This design comes from an exercise in tuning for a short achievable clock period and few clock cycles per item on the open sky130 flow, not from production work.
RTL that was checked went through simulation tests only; none was proved equivalent to the original.
Power figures rest on the tool's default switching activity, not on a simulated workload.

## before
==> flow/design.v (excerpt) <==
module cpu16_backend
(
    input  logic    clk,
    input  logic    reset,
    input  logic    in_valid,
    output logic    in_ready,
    input  logic [15:0] in_instr,
    output logic    retire_valid,
    input  logic    retire_ready,
    output logic [32:0]  retire,
    output logic [REGVAL_W-1:0] regval
);
Settings: LEC_CHECK=0, ABC_CLOCK_PERIOD_IN_PS=1000, CAP_MARGIN=20, CORE_MARGIN=2, CORE_UTILIZATION=30, PLACE_DENSITY=0.5, SETUP_SLACK_MARGIN=3.2, SLEW_MARGIN=20, TNS_END_PERCENT=100; clock period 5.0 ns.
standard.sh (not shown) runs the stock make flow with config.mk's settings and CLKGATE_MAP_FILE= SYNTH_SCRIPT=/design/flow/synth_recipe.tcl, a recipe that flattens the netlist after the stock synthesis.
==> flow/flow/run.sh <==
#!/bin/bash
# The standard layout, except that synthesis leaves adders to ABC instead of
# mapping them onto the library's half- and full-adder cells, and the slow
# majority cell is kept out of the netlist.
set -euo pipefail
PLAT=$(sed -n '/^export DONT_USE_CELLS +=/,/[^\\]$/p' "$FLOW_HOME/platforms/sky130hd/config.mk" | sed -e 's/export DONT_USE_CELLS +=//' -e 's/\\//g' | tr -s ' \n' ' ')
SLOW="sky130_fd_sc_hd__maj3_*"
echo "DONT_USE_CELLS=$PLAT $SLOW" > dont_use.txt
bash standard.sh ADDER_MAP_FILE= "DONT_USE_CELLS=$PLAT $SLOW" finish > flow.log 2>&1
### before -> after
-- flow/design.v --
<<< before, line 84
    logic [3:0][3:0]  res;
    logic [3:0]       cout;
    logic             ld_late;    
    logic [3:0]       a1p;        
    logic [3:0]       ld_r0;      
    logic [7:0][3:0]  sr0, sr1, sr2, sr3;
    logic             r_v;        
>>> after, line 84
    logic [3:0][3:0]  res;
    logic [3:0]       cout;
    logic [7:0][3:0]  sr0, sr1, sr2, sr3;
    logic             r_v;        
<<< before, line 113
    alu_slice u_s0 (
        .op (s_op[0]), .a (s_a[0]), .b (s_b[0]), .cin (s_cin[0]),
        .sh (s_b[0]), .spill (4'h0), .imm (s_ins[0][3:0]), .ld (ld_r0),
        .res (res[0]), .cout (cout[0])
    );
>>> after, line 110
    alu_slice u_s0 (
        .op (s_op[0]), .a (s_a[0]), .b (s_b[0]), .cin (s_cin[0]),
        .sh (s_b[0]), .spill (4'h0), .imm (s_ins[0][3:0]), .ld (4'h0),
        .res (res[0]), .cout (cout[0])
    );
<<< before, line 149
    assign iuse1 = iop <= 4'd5 || iop == 4'd7;
    assign iuse2 = iop <= 4'd5;
    assign stall = accept && wb[0] && isld[0] && ld_late
                && ((iuse1 && in_instr[7:5] == s_ins[0][10:8])
                 || (iuse2 && in_instr[4:2] == s_ins[0][10:8]));
>>> after, line 146
    assign iuse1 = iop <= 4'd5 || iop == 4'd7;
    assign iuse2 = iop <= 4'd5;
    assign stall = accept && wb[0] && isld[0]
                && ((iuse1 && in_instr[7:5] == s_ins[0][10:8])
                 || (iuse2 && in_instr[4:2] == s_ins[0][10:8]));
<<< before, line 164
    logic [3:0] ia, ib, wa, wb0;
    logic       m2wa, m2wb;
    assign m1a  = wb[0] && s_ins[0][10:8] == in_instr[7:5];
    assign m1b  = wb[0] && s_ins[0][10:8] == in_instr[4:2];
    assign m2a  = wb[1] && s_ins[1][10:8] == in_instr[7:5];
    assign m2b  = wb[1] && s_ins[1][10:8] == in_instr[4:2];
    assign m2wa = wb[1] && s_ins[1][10:8] == w_instr[7:5];
    assign m2wb = wb[1] && s_ins[1][10:8] == w_instr[4:2];
    logic [3:0] a1i, a1w;
    logic       l1i, l1w;
    assign a1i = (wb[2] && s_ins[2][10:8] == in_instr[7:5]) ? pres2[7:4]
               : sr1[in_instr[7:5]];
    assign a1w = (wb[2] && s_ins[2][10:8] == w_instr[7:5]) ? pres2[7:4]
               : sr1[w_instr[7:5]];
    assign l1i = m1a || (wb[1] && s_ins[1][10:8] == in_instr[7:5]);
    assign l1w = wb[1] && s_ins[1][10:8] == w_instr[7:5];
    assign ia  = m1a ? res[0] : m2a ? v0_s1 : sr0[in_instr[7:5]];
    assign ib  = m1b ? res[0] : m2b ? v0_s1 : sr0[in_instr[4:2]];
>>> after, line 161
    logic [3:0] ia, ib, wa, wb0;
    logic       m2wa, m2wb;
    assign m1a  = wb[0] && !isld[0] && s_ins[0][10:8] == in_instr[7:5];
    assign m1b  = wb[0] && !isld[0] && s_ins[0][10:8] == in_instr[4:2];
    assign m2a  = wb[1] && s_ins[1][10:8] == in_instr[7:5];
    assign m2b  = wb[1] && s_ins[1][10:8] == in_instr[4:2];
    assign m2wa = wb[1] && s_ins[1][10:8] == w_instr[7:5];
    assign m2wb = wb[1] && s_ins[1][10:8] == w_instr[4:2];
    assign ia  = m1a ? res[0] : m2a ? v0_s1 : sr0[in_instr[7:5]];
    assign ib  = m1b ? res[0] : m2b ? v0_s1 : sr0[in_instr[4:2]];
<<< before, line 188
        s_a[0]   <= w_v ? wa : ia;
        s_b[0]   <= w_v ? wb0 : ib;
        a1p      <= w_v ? a1w : a1i;
        ld_late  <= w_v ? l1w : l1i;
        w_instr  <= in_instr;
    end
>>> after, line 177
        s_a[0]   <= w_v ? wa : ia;
        s_b[0]   <= w_v ? wb0 : ib;
        w_instr  <= in_instr;
    end
<<< before, line 207
        end
    end
    logic       hit0;
    assign hit0    = (a1p == 4'h0 && !imm4 && !lo4[4])
                  || (a1p == 4'hf && (imm4 ^ lo4[4]))
                  || (a1p == 4'he && imm4 && lo4[4]);
    assign ld_r0   = hit0 ? lo4[3:0] : 4'h0;
    logic [15:0] spill_1;
    logic [15:0] spill_2;
>>> after, line 194
        end
    end
    logic [15:0] spill_1;
    logic [15:0] spill_2;
Findings:
Between before and after, post-detailed-routing wire length is higher for before, after comes in under that. after packs its core more loosely than before. Against before, number of nets in the final layout in after fell by a few percent. after vs before: wire length of the first global-routing pass down in after. Per the comparison of after with before, area of all placed cells without fillers went down 3.7%, net switching component of the power shows a reduction of 5.3%. Between before and after, the count of multi-input gates is higher for before. Well-tap cell count, before and after, lower one = after. Taking after as 1.0, before lands at 1.3 on number of DRC markers after the initial detailed-route iteration. Delta (after minus before): total power now sits lower; combined flip-flop and latch cell area now sits lower.
Testbench counts of after, summed over its fixed seeds: cycles 3,327, instructions 3,200.
Only the layout flow was run in before; the RTL was not checked for function there.

port drivers added, routing unchanged:
How much do the figures lean on ideal ports? The routed layouts below were timed once more, with nothing changed but the port constraints. Step 1, drivers: a clkbuf_16 drives clk and a buf_2 each remaining input, both assumed. Step 2 adds t to the input delays and takes it off the output delays; t is the mean of the earliest and latest rising clock arrival at the registers after step 1. Input paths then give back, and output paths get back, about the clock's delay inside the block. Three values: ideal ports, drivers, drivers and shift; two values: the first two.
| run | shift t [ns] | setup WS [ns] | worst data-port slew with drivers (ns) |
|---|---|---|---|
| before | 0.713 | 2.853 / 2.790 / 2.351 | 0.06 |
| after | 0.714 | 2.879 / 2.807 / 2.357 | 0.07 |
After both steps setup and hold are still met in every run listed. For after, which loses most, drivers alone change the setup slack by -0.072 ns; drivers and shift together by -0.522 ns.
